From an optimization exercise on the open Yosys and OpenROAD flow, aimed at small area, a short achievable clock period and few clock cycles per item; shortcuts taken in it are not production practice. The RTL was checked by simulation tests, not by an equivalence proof against the original design. No activity file was given, so power comes from the tool's default toggle rates.

P:
==> flow/design.v (excerpt) <==
module array_list_insert_remove_core
#(
    parameter int DEPTH = DEPTH_DEF
) (
    input  logic                 aclk,
    input  logic                 aresetn,
    input  logic                 s_tvalid,
    output logic                 s_tready,
    input  logic [S_TDATA_W-1:0] s_tdata,    
    output logic                 m_tvalid,
    input  logic                 m_tready,
    output logic [M_TDATA_W-1:0] m_tdata     
);
==> flow/config.mk <==
export PLATFORM = sky130hd
export DESIGN_NAME = array_list_insert_remove_core
export DESIGN_NICKNAME = array_list_insert_remove_core
export VERILOG_FILES = /design/flow/design.v
export SDC_FILE = /design/flow/constraint.sdc
export NUM_CORES = 8
export LEC_CHECK = 0
export CAP_MARGIN = 20
export CELL_PAD_IN_SITES_DETAIL_PLACEMENT = 1
export CORE_MARGIN = 2
export CORE_UTILIZATION = 25
export CTS_CLUSTER_DIAMETER = 80
export CTS_CLUSTER_SIZE = 24
export PLACE_DENSITY = 0.33
export SETUP_SLACK_MARGIN = 5
export SLEW_MARGIN = 20
export SYNTH_HIERARCHICAL = 1
export TNS_END_PERCENT = 10
==> flow/constraint.sdc <==
create_clock -name core_clock -period 8.5 [get_ports {aclk}]
set_input_delay 1.7000 -clock core_clock [delete_from_list [all_inputs] [get_ports {aclk}]]
set_output_delay 1.7000 -clock core_clock [all_outputs]
set_load 0.01 [all_outputs]
standard.sh (not shown) runs the stock make flow with config.mk's settings and CLKGATE_MAP_FILE= SYNTH_SCRIPT=/design/flow/synth_recipe.tcl, a recipe that flattens the netlist after the stock synthesis.
==> flow/flow/run.sh <==
#!/bin/bash
# The standard layout (the standard.sh: standard synthesis and the ORFS steps), with the
# port buffers that ORFS puts on every input and output made buf_4 cells rather than the
# default choice of buffer. Make's full output goes to flow_make.log.
set -euo pipefail
bash standard.sh BUFFER_PORTS_ARGS="-buffer_cell sky130_fd_sc_hd__buf_4" finish > flow_make.log 2>&1
Testbench counts of P, summed over its fixed seeds: cycles 5,333, ops 4,800.
### P -> Q
diff --git a/flow/design.v b/flow/design.v
--- a/flow/design.v
+++ b/flow/design.v
@@ -344,26 +344,24 @@
     end
     always_ff @(posedge aclk) begin
         age_reg <= age_next;
     end
     logic [VALUE_W-1:0] q   [DEPTH];
     logic [VALUE_W-1:0] rdn [DEPTH];    
     logic [DEPTH-1:0]   rsel;
     logic [DEPTH-1:0]   age_next;
-    logic [VALUE_W-1:0] rd_part [4];       
-    logic [VALUE_W-1:0] r_part_reg [4];
+    logic [VALUE_W-1:0] rd_any;
+    logic [VALUE_W-1:0] r_rd_reg;
     assign age_next = ~therm_lt(n_pos);
     assign rsel     = age_next & ~{age_next[DEPTH-2:0], 1'b0};
     always_ff @(posedge aclk) begin
-        for (int i = 0; i < 4; i++) begin
-            r_part_reg[i] <= (x_go && (op == OP_READ) && idx_ok) ? rd_part[i] : '0;
-        end
+        r_rd_reg <= (x_go && (op == OP_READ) && idx_ok) ? rd_any : '0;
     end
-    assign r_rd = r_part_reg[0] | r_part_reg[1] | r_part_reg[2] | r_part_reg[3];
+    assign r_rd = r_rd_reg;
     for (genvar j = 0; j < DEPTH; j++) begin : g_cell
         logic take_val, take_below, take_above;
         logic [VALUE_W-1:0] below, above;
         logic c_below, c_above, fl_above, nf_above;
         if (j > 0) begin : g_below
             assign below      = q[j-1];
             assign c_below    = cmp[j-1];
             assign take_below = do_ins && ins_ge[j-1];
@@ -415,25 +413,27 @@
     localparam int GW = AW - 2;
     logic [VALUE_W-1:0] rt [2*NG-1];
     for (genvar i = 0; i < NG; i++) begin : g_rd_leaf
         alir_nand4 #(VALUE_W) u_g (
             .a (rdn[4*i]), .b (rdn[4*i+1]), .c (rdn[4*i+2]), .d (rdn[4*i+3]),
             .y (rt[NG-1+i])
         );
     end
-    for (genvar k = NG - 2; k >= 3; k--) begin : g_rd_node
+    for (genvar k = NG - 2; k >= 0; k--) begin : g_rd_node
         if (($clog2(k + 2) % 2) == (GW % 2)) begin : g_nor
             alir_nor2 #(VALUE_W) u_g (.a(rt[2*k+1]), .b(rt[2*k+2]), .y(rt[k]));
         end else begin : g_nand
             alir_nand2 #(VALUE_W) u_g (.a(rt[2*k+1]), .b(rt[2*k+2]), .y(rt[k]));
         end
     end
-    for (genvar i = 0; i < 4; i++) begin : g_rd_part
-        assign rd_part[i] = ~rt[3+i];
+    if (GW % 2 == 1) begin : g_rd_odd
+        assign rd_any = ~rt[0];
+    end else begin : g_rd_even
+        assign rd_any = rt[0];
     end
 endmodule
 module alir_cell
 (
     input  logic               aclk,
     input  logic               take_val,
     input  logic               take_below,
     input  logic               take_above,
Higher antenna diode count goes to P over Q.
Power in the clock group: P vs Q, no meaningful difference
Taking P as the reference, in Q worst endpoint data arrival time has increased, worst slack at placement has decreased, mapped cell area has decreased.
Logic gate share of total power is higher on Q
Compare Q and P | internal reg-to-reg setup slack lower: Q
Changes observed in Q relative to P: post-route clock period utilization +5.6 points, global-route usage up 0.19 points, final cell area excluding filler cells went down by 0.70%, number of clock sinks seen by CTS down 1.8%, layout overhead on the synthesized area saw an increase.
The clock-cell share of area on P is in line with that on Q.
Clock latency on the worst-skew pair across Q and P: no real change.
Testbench counts of Q, summed over its fixed seeds: cycles 5,333, ops 4,800.

-- re-timing with driven ports --
Ports are ideal in the flow. The routed layouts listed here were re-timed in OpenROAD. Step 1, drivers: a clkbuf_16 drives aclk and a buf_2 each remaining input, both assumed. Step 2 also shifts input and output timing later by t, the mid clock arrival at the registers, as if the neighbouring blocks saw the same clock. Three values: no drivers, after step 1, after step 2; two values: the first two.
run	t (ns)	slack for setup (ns)	worst setup path at the end	worst data-port slew with drivers (ns)	cell pins on the clock port's net
P	1.296	4.813 / 4.654 / 3.974	input to register	0.06	1
Q	1.298	4.339 / 4.339 / 4.025	input to register	0.05	1
After both steps every run listed still meets setup and hold. For P, which loses most, drivers alone change the setup slack by -0.159 ns; drivers and shift together by -0.839 ns.
